This is an optimization exercise on Yosys and OpenROAD, whose aim is small area, a short achievable clock period and few clock cycles per item, not a production implementation. In this exercise RTL edits were held to simulation tests only and were not proved equivalent to the original. Power is estimated from default activity; no workload was simulated.

File: flow/run.sh
#!/bin/bash
# synth_recipe.tcl (not shown) runs the flow's synth.tcl, then flattens the netlist and writes it again
# the make line also repeats each setting of config.mk as NAME=value (left out here)
make -C /OpenROAD-flow-scripts/flow DESIGN_CONFIG=/design/flow/config.mk WORK_HOME=/design/flow/orfs CLKGATE_MAP_FILE= SYNTH_SCRIPT=/design/flow/synth_recipe.tcl finish
File: flow/config.mk
export PLATFORM = sky130hd
export DESIGN_NAME = lms_two_input_neuron_trainer
export DESIGN_NICKNAME = lms_two_input_neuron_trainer
export VERILOG_FILES = /design/flow/design.v
export SDC_FILE = /design/flow/constraint.sdc
export NUM_CORES = 4
export LEC_CHECK = 0
export CAP_MARGIN = 20
export CORE_MARGIN = 2
export CORE_UTILIZATION = 40
export SLEW_MARGIN = 20
File: flow/constraint.sdc
create_clock -name core_clock -period 7.5 [get_ports {clk}]
set_input_delay 1.5000 -clock core_clock [delete_from_list [all_inputs] [get_ports {clk}]]
set_output_delay 1.5000 -clock core_clock [all_outputs]
set_load 0.01 [all_outputs]
File: flow/design.v
package lmsnt_pkg;
  localparam int DATA_WIDTH   = 16;   
  localparam int WEIGHT_WIDTH = 24;   
  localparam int RATE_WIDTH   = 16;   
  localparam int DATA_FRAC    = 8;
  localparam int WEIGHT_FRAC  = 16;
  localparam int RATE_FRAC    = 16;
  localparam int G_WIDTH     = RATE_WIDTH + DATA_WIDTH + 2;
  localparam int MCAND_WIDTH = (G_WIDTH > WEIGHT_WIDTH) ? G_WIDTH : WEIGHT_WIDTH;
  localparam int PROD_WIDTH  = MCAND_WIDTH + DATA_WIDTH;
  localparam int ACC_WIDTH   = PROD_WIDTH + 2;
  localparam int UPD_WIDTH   = PROD_WIDTH + 1;
  localparam int WSH = RATE_FRAC + DATA_FRAC + DATA_FRAC - WEIGHT_FRAC;
  localparam int BSH = RATE_FRAC + DATA_FRAC - WEIGHT_FRAC;
  localparam int CFG_INDEX_WIDTH = 2;
  localparam int CFG_DATA_WIDTH  = WEIGHT_WIDTH;
  localparam logic [CFG_INDEX_WIDTH-1:0] REG_LEARN_RATE = 2'd0;
  localparam logic [CFG_INDEX_WIDTH-1:0] REG_INIT_W1    = 2'd1;
  localparam logic [CFG_INDEX_WIDTH-1:0] REG_INIT_W2    = 2'd2;
  localparam logic [CFG_INDEX_WIDTH-1:0] REG_INIT_BIAS  = 2'd3;
  localparam logic [RATE_WIDTH-1:0] RATE_RESET = 16'd16384;   
  localparam logic [1:0] OP_PREDICT = 2'd0;
  localparam logic [1:0] OP_TRAIN   = 2'd1;
  localparam logic [1:0] OP_RELOAD  = 2'd2;
  localparam logic signed [ACC_WIDTH-1:0] DATA_HI =
    {{(ACC_WIDTH-DATA_WIDTH+1){1'b0}}, {(DATA_WIDTH-1){1'b1}}};
  localparam logic signed [ACC_WIDTH-1:0] DATA_LO =
    {{(ACC_WIDTH-DATA_WIDTH+1){1'b1}}, {(DATA_WIDTH-1){1'b0}}};
  localparam logic signed [UPD_WIDTH-1:0] WGT_HI =
    {{(UPD_WIDTH-WEIGHT_WIDTH+1){1'b0}}, {(WEIGHT_WIDTH-1){1'b1}}};
  localparam logic signed [UPD_WIDTH-1:0] WGT_LO =
    {{(UPD_WIDTH-WEIGHT_WIDTH+1){1'b1}}, {(WEIGHT_WIDTH-1){1'b0}}};
  typedef struct packed {
    logic [1:0]                   op;
    logic signed [DATA_WIDTH-1:0] first_input;
    logic signed [DATA_WIDTH-1:0] second_input;
    logic signed [DATA_WIDTH-1:0] target_value;
  } sample_t;
  typedef struct packed {
    logic signed [DATA_WIDTH-1:0]   prediction;
    logic signed [DATA_WIDTH-1:0]   error_value;
    logic signed [WEIGHT_WIDTH-1:0] weight_one_now;
    logic signed [WEIGHT_WIDTH-1:0] weight_two_now;
    logic signed [WEIGHT_WIDTH-1:0] bias_now;
    logic                           saturated_flag;
  } result_t;
  typedef struct packed {
    logic busy;
    logic done;
  } mul_stat_t;
  typedef enum logic [3:0] {
    ST_IDLE,
    ST_MUL_W1,
    ST_MUL_W2,
    ST_ROUND,
    ST_ERROR,
    ST_MUL_G,
    ST_MUL_D1,
    ST_UPD_W1,
    ST_MUL_D2,
    ST_UPD_W2,
    ST_RND_B,
    ST_UPD_B,
    ST_EMIT
  } state_t;
  typedef struct packed {
    logic signed [DATA_WIDTH-1:0] value;
    logic                         clipped;
  } data_clip_t;
  typedef struct packed {
    logic signed [WEIGHT_WIDTH-1:0] value;
    logic                           clipped;
  } weight_clip_t;
endpackage
import lmsnt_pkg::*;
module lmsnt_serial_mul
(
  input  logic                           clk,
  input  logic                           rst,
  input  logic                           start,
  input  logic signed [MCAND_WIDTH-1:0]  mcand,
  input  logic signed [DATA_WIDTH-1:0]   mplr,
  output logic signed [PROD_WIDTH-1:0]   product,
  output lmsnt_pkg::mul_stat_t           stat
);
  localparam int CNT_WIDTH = $clog2(DATA_WIDTH);
  localparam logic [CNT_WIDTH-1:0] CNT_LAST = CNT_WIDTH'(DATA_WIDTH - 1);
  logic                         busy;
  logic                         done;
  logic [CNT_WIDTH-1:0]         cnt;
  logic signed [PROD_WIDTH-1:0] mcand_sh;
  logic [DATA_WIDTH-1:0]        mplr_sh;
  logic signed [PROD_WIDTH-1:0] prod;
  logic signed [PROD_WIDTH-1:0] addend;
  logic signed [PROD_WIDTH-1:0] prod_next;
  logic                         last;
  assign last = (cnt == CNT_LAST);
  always_comb begin
    addend    = mplr_sh[0] ? mcand_sh : '0;
    prod_next = last ? (prod - addend) : (prod + addend);
  end
  always_ff @(posedge clk) begin
    if (rst) begin
      busy <= 1'b0;
      done <= 1'b0;
      cnt  <= '0;
    end else begin
      done <= 1'b0;
      if (start && !busy) begin
        busy <= 1'b1;
        cnt  <= '0;
      end else if (busy) begin
        cnt <= cnt + 1'b1;
        if (last) begin
          busy <= 1'b0;
          done <= 1'b1;
        end
      end
    end
  end
  always_ff @(posedge clk) begin
    if (start && !busy) begin
      mcand_sh <= $signed({{(PROD_WIDTH-MCAND_WIDTH){mcand[MCAND_WIDTH-1]}}, mcand});
      mplr_sh  <= mplr;
      prod     <= '0;
    end else if (busy) begin
      mcand_sh <= mcand_sh <<< 1;
      mplr_sh  <= mplr_sh >> 1;
      prod     <= prod_next;
    end
  end
  assign product   = prod;
  assign stat.busy = busy;
  assign stat.done = done;
endmodule
import lmsnt_pkg::*;
module lms_two_input_neuron_trainer
(
  input  logic                       clk,
  input  logic                       rst,
  input  logic                       sample_valid,
  output logic                       sample_ready,
  input  lmsnt_pkg::sample_t         sample,
  output logic                       result_valid,
  input  logic                       result_ready,
  output lmsnt_pkg::result_t         result,
  input  logic                       cfg_write,
  input  logic [CFG_INDEX_WIDTH-1:0] cfg_index,
  input  logic [CFG_DATA_WIDTH-1:0]  cfg_data
);
  localparam logic signed [ACC_WIDTH-1:0] PRED_HALF =
    {{(ACC_WIDTH-WEIGHT_FRAC){1'b0}}, 1'b1, {(WEIGHT_FRAC-1){1'b0}}};
  localparam logic signed [PROD_WIDTH-1:0] DELTA_HALF =
    {{(PROD_WIDTH-WSH){1'b0}}, 1'b1, {(WSH-1){1'b0}}};
  localparam logic signed [PROD_WIDTH-1:0] BIAS_HALF =
    {{(PROD_WIDTH-BSH){1'b0}}, 1'b1, {(BSH-1){1'b0}}};
  lmsnt_pkg::state_t state;
  lmsnt_pkg::state_t state_next;
  logic [RATE_WIDTH-1:0]          learn_rate;
  logic signed [WEIGHT_WIDTH-1:0] init_weight_one;
  logic signed [WEIGHT_WIDTH-1:0] init_weight_two;
  logic signed [WEIGHT_WIDTH-1:0] init_bias;
  logic signed [WEIGHT_WIDTH-1:0] weight_one;
  logic signed [WEIGHT_WIDTH-1:0] weight_two;
  logic signed [WEIGHT_WIDTH-1:0] bias_value;
  logic [1:0]                   op_q;
  logic signed [DATA_WIDTH-1:0] x1_q;
  logic signed [DATA_WIDTH-1:0] x2_q;
  logic signed [DATA_WIDTH-1:0] tgt_q;
  logic signed [ACC_WIDTH-1:0]  acc;
  logic signed [DATA_WIDTH-1:0] pred_q;
  logic signed [DATA_WIDTH-1:0] err_q;
  logic signed [G_WIDTH-1:0]    g_q;
  logic signed [PROD_WIDTH-1:0] d_q;
  logic                         flag_q;
  logic                          mul_start;
  logic signed [MCAND_WIDTH-1:0] mul_mcand;
  logic signed [DATA_WIDTH-1:0]  mul_mplr;
  logic signed [PROD_WIDTH-1:0]  mul_product;
  lmsnt_pkg::mul_stat_t                     mul_stat;
  logic                          mul_state;
  logic sample_accept;
  logic load_result;
  logic signed [ACC_WIDTH-1:0]    bias_shifted;
  logic signed [ACC_WIDTH-1:0]    prod_ext;
  logic signed [ACC_WIDTH-1:0]    acc_round;
  logic signed [ACC_WIDTH-1:0]    pred_wide;
  lmsnt_pkg::data_clip_t                     pred_clip;
  logic [DATA_WIDTH:0]            err_diff;
  logic signed [ACC_WIDTH-1:0]    err_wide;
  lmsnt_pkg::data_clip_t                     err_clip;
  logic signed [PROD_WIDTH-1:0]   prod_round;
  logic signed [PROD_WIDTH-1:0]   delta_prod;
  logic signed [PROD_WIDTH-1:0]   g_ext;
  logic signed [PROD_WIDTH-1:0]   g_round;
  logic signed [PROD_WIDTH-1:0]   delta_bias;
  logic signed [WEIGHT_WIDTH-1:0] w_sel;
  logic signed [UPD_WIDTH-1:0]    w_sel_ext;
  logic signed [UPD_WIDTH-1:0]    d_ext;
  logic signed [UPD_WIDTH-1:0]    upd_diff;
  lmsnt_pkg::weight_clip_t                   upd_clip;
  function automatic [DATA_WIDTH:0] clip_data(input logic signed [ACC_WIDTH-1:0] v);
    if (v > DATA_HI) begin
      clip_data = {DATA_HI[DATA_WIDTH-1:0], 1'b1};
    end else if (v < DATA_LO) begin
      clip_data = {DATA_LO[DATA_WIDTH-1:0], 1'b1};
    end else begin
      clip_data = {v[DATA_WIDTH-1:0], 1'b0};
    end
  endfunction
  function automatic [WEIGHT_WIDTH:0] clip_weight(input logic signed [UPD_WIDTH-1:0] v);
    if (v > WGT_HI) begin
      clip_weight = {WGT_HI[WEIGHT_WIDTH-1:0], 1'b1};
    end else if (v < WGT_LO) begin
      clip_weight = {WGT_LO[WEIGHT_WIDTH-1:0], 1'b1};
    end else begin
      clip_weight = {v[WEIGHT_WIDTH-1:0], 1'b0};
    end
  endfunction
  assign sample_accept = sample_valid && sample_ready;
  lmsnt_serial_mul u_mul (
    .clk     (clk),
    .rst     (rst),
    .start   (mul_start),
    .mcand   (mul_mcand),
    .mplr    (mul_mplr),
    .product (mul_product),
    .stat    (mul_stat)
  );
  always_comb begin
    state_next = state;
    case (state)
      ST_IDLE: begin
        if (sample_valid) begin
          state_next = (sample.op == OP_RELOAD) ? ST_EMIT : ST_MUL_W1;
        end
      end
      ST_MUL_W1: if (mul_stat.done) state_next = ST_MUL_W2;
      ST_MUL_W2: if (mul_stat.done) state_next = ST_ROUND;
      ST_ROUND:  state_next = ST_ERROR;
      ST_ERROR:  state_next = (op_q == OP_TRAIN) ? ST_MUL_G : ST_EMIT;
      ST_MUL_G:  if (mul_stat.done) state_next = ST_MUL_D1;
      ST_MUL_D1: if (mul_stat.done) state_next = ST_UPD_W1;
      ST_UPD_W1: state_next = ST_MUL_D2;
      ST_MUL_D2: if (mul_stat.done) state_next = ST_UPD_W2;
      ST_UPD_W2: state_next = ST_RND_B;
      ST_RND_B:  state_next = ST_UPD_B;
      ST_UPD_B:  state_next = ST_EMIT;
      ST_EMIT: begin
        if (!result_valid || result_ready) begin
          state_next = ST_IDLE;
        end
      end
      default:   state_next = ST_IDLE;
    endcase
  end
  always_comb begin
    sample_ready = 1'b0;
    load_result  = 1'b0;
    mul_state    = 1'b0;
    mul_mcand    = '0;
    mul_mplr     = '0;
    case (state)
      ST_IDLE: sample_ready = 1'b1;
      ST_MUL_W1: begin
        mul_state = 1'b1;
        mul_mcand = $signed({{(MCAND_WIDTH-WEIGHT_WIDTH){weight_one[WEIGHT_WIDTH-1]}},
                             weight_one});
        mul_mplr  = x1_q;
      end
      ST_MUL_W2: begin
        mul_state = 1'b1;
        mul_mcand = $signed({{(MCAND_WIDTH-WEIGHT_WIDTH){weight_two[WEIGHT_WIDTH-1]}},
                             weight_two});
        mul_mplr  = x2_q;
      end
      ST_MUL_G: begin
        mul_state = 1'b1;
        mul_mcand = $signed({{(MCAND_WIDTH-RATE_WIDTH){1'b0}}, learn_rate});
        mul_mplr  = err_q;
      end
      ST_MUL_D1: begin
        mul_state = 1'b1;
        mul_mcand = MCAND_WIDTH'(g_q);
        mul_mplr  = x1_q;
      end
      ST_MUL_D2: begin
        mul_state = 1'b1;
        mul_mcand = MCAND_WIDTH'(g_q);
        mul_mplr  = x2_q;
      end
      ST_EMIT: load_result = !result_valid || result_ready;
      default: ;
    endcase
    mul_start = mul_state && !mul_stat.busy && !mul_stat.done;
  end
  always_comb begin
    bias_shifted = $signed({{(ACC_WIDTH-WEIGHT_WIDTH-DATA_FRAC){bias_value[WEIGHT_WIDTH-1]}},
                            bias_value, {DATA_FRAC{1'b0}}});
    prod_ext     = $signed({{(ACC_WIDTH-PROD_WIDTH){mul_product[PROD_WIDTH-1]}},
                            mul_product});
    acc_round    = acc + PRED_HALF;
    pred_wide    = acc_round >>> WEIGHT_FRAC;
    pred_clip    = clip_data(pred_wide);
    err_diff     = {pred_q[DATA_WIDTH-1], pred_q} - {tgt_q[DATA_WIDTH-1], tgt_q};
    err_wide     = $signed({{(ACC_WIDTH-DATA_WIDTH-1){err_diff[DATA_WIDTH]}}, err_diff});
    err_clip     = clip_data(err_wide);
    prod_round   = mul_product + DELTA_HALF;
    delta_prod   = prod_round >>> WSH;
    g_ext        = $signed({{(PROD_WIDTH-G_WIDTH){g_q[G_WIDTH-1]}}, g_q});
    g_round      = g_ext + BIAS_HALF;
    delta_bias   = g_round >>> BSH;
    case (state)
      ST_UPD_W1: w_sel = weight_one;
      ST_UPD_W2: w_sel = weight_two;
      default:   w_sel = bias_value;
    endcase
    w_sel_ext = $signed({{(UPD_WIDTH-WEIGHT_WIDTH){w_sel[WEIGHT_WIDTH-1]}}, w_sel});
    d_ext     = $signed({d_q[PROD_WIDTH-1], d_q});
    upd_diff  = w_sel_ext - d_ext;
    upd_clip  = clip_weight(upd_diff);
  end
  always_ff @(posedge clk) begin
    if (rst) begin
      state           <= ST_IDLE;
      result_valid    <= 1'b0;
      learn_rate      <= RATE_RESET;
      init_weight_one <= '0;
      init_weight_two <= '0;
      init_bias       <= '0;
      weight_one      <= '0;
      weight_two      <= '0;
      bias_value      <= '0;
    end else begin
      state <= state_next;
      if (load_result) begin
        result_valid <= 1'b1;
      end else if (result_ready) begin
        result_valid <= 1'b0;
      end
      if (cfg_write) begin
        case (cfg_index)
          REG_LEARN_RATE: learn_rate      <= cfg_data[RATE_WIDTH-1:0];
          REG_INIT_W1:    init_weight_one <= cfg_data[WEIGHT_WIDTH-1:0];
          REG_INIT_W2:    init_weight_two <= cfg_data[WEIGHT_WIDTH-1:0];
          REG_INIT_BIAS:  init_bias       <= cfg_data[WEIGHT_WIDTH-1:0];
          default: ;
        endcase
      end
      if (sample_accept && sample.op == OP_RELOAD) begin
        weight_one <= init_weight_one;
        weight_two <= init_weight_two;
        bias_value <= init_bias;
      end
      if (state == ST_UPD_W1) weight_one <= upd_clip.value;
      if (state == ST_UPD_W2) weight_two <= upd_clip.value;
      if (state == ST_UPD_B)  bias_value <= upd_clip.value;
    end
  end
  always_ff @(posedge clk) begin
    if (sample_accept) begin
      op_q   <= sample.op;
      x1_q   <= sample.first_input;
      x2_q   <= sample.second_input;
      tgt_q  <= sample.target_value;
      acc    <= bias_shifted;
      pred_q <= '0;
      err_q  <= '0;
      flag_q <= 1'b0;
    end
    case (state)
      ST_MUL_W1, ST_MUL_W2: begin
        if (mul_stat.done) acc <= acc + prod_ext;
      end
      ST_ROUND: begin
        pred_q <= pred_clip.value;
        flag_q <= flag_q | pred_clip.clipped;
      end
      ST_ERROR: begin
        err_q  <= err_clip.value;
        flag_q <= flag_q | err_clip.clipped;
      end
      ST_MUL_G: begin
        if (mul_stat.done) g_q <= {mul_product[G_WIDTH-2:0], 1'b0};
      end
      ST_MUL_D1, ST_MUL_D2: begin
        if (mul_stat.done) d_q <= delta_prod;
      end
      ST_RND_B: d_q <= delta_bias;
      ST_UPD_W1, ST_UPD_W2, ST_UPD_B: flag_q <= flag_q | upd_clip.clipped;
      default: ;
    endcase
  end
  always_ff @(posedge clk) begin
    if (load_result) begin
      result.prediction     <= pred_q;
      result.error_value    <= err_q;
      result.weight_one_now <= weight_one;
      result.weight_two_now <= weight_two;
      result.bias_now       <= bias_value;
      result.saturated_flag <= flag_q;
    end
  end
endmodule
==> out/results.tsv <==
stage	metric	value	unit
outcome	outcome	complete, no violations	
sta	TNS Setup	0	ps
hold_path	worst hold endpoint	result[81]	
drt	DRC violations left	0	
power	Psw	5.120	mW
clock_network	clock latency (worst-skew pair)	620	ps
die	Die ar.	0.08500	mm²
die	core region area	0.08198	mm²
clock_network	postcts setup bufs	0	
sta	worst slew pin tran	1178	ps
power	share of power burned in registers	0.376	
die	num rows	105	
yosys	Yosys cell types	84	
grt	remaining global-route overflow	0	
placed_design	pre-CTS WS	1694	ps
setup_path	startpoint types	register	
yosys	Mean Syn Cell Area	9.182	µm²
yosys	Post-synth EDFFs	321	
setup_path	CP endpoint kind	register	
sta	Clock Skews	26.43	ps
placed_design	IO Port Bufs	187	
grt	Tot GR Track Use	0.2458	
yosys	Post-synth top cells	569 x nand2_1, 321 x edfxtp_1, 300 x a21oi_1, 273 x dfxtp_1, 237 x o21ai_0	
setup_path	required time worst endpoint	7970	ps
yosys	Post-Syn Area	0.03307	mm²
cells_and_area	share of cells above drive strength 1	0.05929	
drt	DR vias/cell	5.827	
setup_path	R2R cell count	19	
drt	drt initial violations	2957	
setup_path	Worst Path Arrival	6410	ps
cells_and_area	multi-input logic area	0.01691	mm²
drt	via count	28250	
grt	vias in the first global route	25770	
cells_and_area	fin nets	3962	
sta	RSZ-0062 raised after global routing	false	
clock_network	CTS Buf Count	68	
setup_path	critical path class	reg -> reg	
clock_network	CTS tree	done	
yosys	cell count after synthesis	3602	
hold_path	beginning of the worst hold path	err_q[8]	
sta	final worst slack	1560	ps
power	overall power	13.12	mW
clock_network	Root Buffer	clkbuf_16	
grt	pin count of the biggest net entering global routing	84	
power	Sw Share	0.3903	
die	Die H	291.6	µm
power	Pleak	14.53	nW
sta	Final Hold Violating Endpoints	0	
yosys	Seq cells post-synth	594	
yosys	main flop type after synthesis	edfxtp_1	
clock_network	clock slew at reported path FFs	60	ps
power	part of the power in the clock network	0.261	
placed_design	Post-DP HPWL	78.46	mm
setup_path	Worst Path Max Fanout	24	
sta	Max-slew headroom	0.2148	
power	power per cell area	342.4	mW/mm²
drt	DRT antenna net count	0	
sta	Slew Limit Fails	0	
yosys	Async S/R FF share, synth	0	
drt	post-DR wirelength/cell	22.13	µm
yosys	top cells by area, synth	edfxtp_1 29%, dfxtp_1 17%, nand2_1 6.5%	
yosys	Mapped Nets	3842	
grt	initial antenna violation count	1	
cells_and_area	number of diodes	0	
cells_and_area	FILL cells	7871	
hold_path	Hold Crit Depth	0	
run	number of max-cap violations	0	
setup_path	worst reg2reg setup slack	1560	ps
sta	Max Clk Rate	168.4	MHz
setup_path	RR Endpoint	weight_one[14]	
setup_path	origin of the critical flop-to-flop path	state[2]	
clock_network	H-Tree Depth	3	
yosys	cell taking the most area after synthesis	edfxtp_1	
die	Die X	291.6	µm
placed_design	placer congestion estimate	0.9459	
drt	drt pass-1 iters	9	
clock_network	deepest clock path buffer count	3	
hold_path	worst hold path type	reg -> reg	
clock_network	Post-CTS Hold Buffers	0	
grt	first-pass GRT wire length	162.4	mm
power	Internal	7.999	mW
clock_network	clk sinks	594	
cells_and_area	Area Growth Syn to Fin	15.85	%
die	io pins	188	
sta	Tcrit/Tclk final	0.7920	
sta	number of failing setup endpoints in the final timing report	0	
yosys	Yosys top cell area share	0.2914	
drt	Routed Wire Length	107.3	mm
power	Peak VDD IR	0.2846	mV
sta	fin crit period	5940	ps
cells_and_area	register area	0.01510	mm²
yosys	Synth Warn #	2	
yosys	Seq/Total Area, Yosys	0.4567	
yosys	top-count cell post-synth	nand2_1	
clock_network	CTS resizes	0	
power	combinational power share	0.362	
sta	Hold Slack	448.6	ps
die	Initial Util	0.4034	
[per-layer routing]
metal	up-vias	track usage	part of all wire
li1	13540	-	-
met1	13580	0.3578	0.46
met2	987	0.3764	0.44
met3	134	0.03144	0.066
met4	0	0.08260	0.033
met5	-	0	0
[per-stage QoR]
step	cells	utilization	area [µm²]
final	4848	0.4674	38320
after global routing	4848	0.4674	38320
after CTS	4848	0.4673	38310
after detailed placement	4722	0.4393	36020
after global placement	4721	0.4393	36010
after floorplan	3602	-	33070
[worst max path at each step]
| stage | start | end | slack, ps | cells after the start |
|---|---|---|---|---|
| 2_1_floorplan | u_mul.mplr_sh[0] | u_mul.prod[49] | 2180 | 24 |
| 3_3_place_gp | state[2] | flag_q | 1390 | 19 |
| 3_5_place_dp | state[2] | flag_q | 1690 | 19 |
| 4_1_cts | state[2] | flag_q | 1660 | 19 |
| 5_1_grt | state[2] | weight_two[19] | 1070 | 19 |
| 6_report | state[2] | weight_one[14] | 1560 | 19 |
[power by group through the flow]
| stage | Combinational [mW] | Clock (mW) | Sequential [mW] |
|---|---|---|---|
| global route | 5.30 | 3.62 | 5.00 |
| finish | 4.75 | 3.43 | 4.94 |
| detailed placement | 4.70 | 0 | 4.99 |
| floorplan | 3.56 | 0 | 4.65 |
| global placement | 4.67 | 0 | 4.99 |
| CTS | 4.72 | 3.49 | 4.93 |
[flip-flops by register name (all words and copies together), names as in the netlist, 24 cells and up]
signal           flops
u_mul.prod          50
result             105
init_bias           24
init_weight_two     24
d_q                 34
bias_value          24
acc                 52
weight_two          24
weight_one          24
u_mul.mcand_sh      50
g_q                 33
init_weight_one     24
[critical path, cell delays in order, from the launching register on]
cell and delay (ps):
dfxtp_1 810, nor2_1 150, and3_1 240, nor2_1 370, buf_4 270, nand2_1 70, nand2_1 410, ha_1 410
a21oi_1 260, o21ai_0 210, a221oi_1 370, o21ai_0 160, a21oi_1 170, xnor2_1 100, or4_1 510, nor4_1 370
a41oi_2 170, buf_4 280, a21oi_1 300, o22ai_1 140
[kinds of logic (layout without fill, tap and decap cells)]
group | after synthesis | count (layout) | share of synthesized area
multiplexers | 8 | 8 | 0.002535
AND/OR/NAND/NOR | 1159 | 1159 | 0.1595
XOR/XNOR | 230 | 230 | 0.06091
adder cells (fa/ha/maj) | 159 | 159 | 0.06106
flip-flops | 594 | 594 | 0.4567
buffers and inverters | 302 | 478 | 0.03446
AO/OA/AOI/OAI | 1150 | 1150 | 0.2248
[layout make-up]
cell class	count	share of cell area
multi-input cells	2706	0.4414
flip-flops and latches	594	0.3942
repair buffers	235	0.05819
clock buffers	89	0.04947
well taps	1070	0.03494
inverters	117	0.01146
clock inverters	37	0.01038
[layout by cell type (no fill, tap or decap), types with 14 or more instances in the layout]
cell and n:
nand2_1 568, edfxtp_1 321, a21oi_1 300, dfxtp_1 273, o21ai_0 237, clkdlybuf4s50_1 186
nor2_1 185, ha_1 155, xnor2_1 135, inv_1 115, nand3_1 103, a22oi_1 96
a21o_1 95, xor2_1 95, o22ai_1 72, clkbuf_16 72, a31oi_1 55, buf_4 49
nor3_1 42, a222oi_1 39, and3_1 36, nand4_1 36, a211oi_1 35, nand2b_1 34
nor2b_1 27, o21a_1 27, o211ai_1 23, o31ai_1 22, o21bai_1 22, or3_1 20
and2_1 19, a211o_1 14, or2_2 14, clkbuf_1 14
Testbench counts, summed over its fixed seeds: cycles 267,252, items 3,200.

==> what the ideal ports hide <==
The flow's constraints put no driver on any port. The routed layout listed below was extracted and timed again, unchanged, in two steps. Step 1 sets driving cells, clkbuf_16 on the clock port and buf_2 on the other inputs (assumed; they add their load-dependent delay and slew). Step 2, shift: input delay + t, output delay - t, t = (earliest + latest rising clock arrival at the registers) / 2. This alone moves slack from input paths to output paths. Slacks: ideal / step 1 / step 2; pairs: ideal / step 1.
shift t [ns]: 0.673
setup WS [ns]: 1.560 / 1.560 / 1.560
cell pins on the clock port's net: 1
After both steps this run still meets setup and hold. For this run, drivers alone change the setup slack by 0.000 ns; drivers and shift together by 0.000 ns.
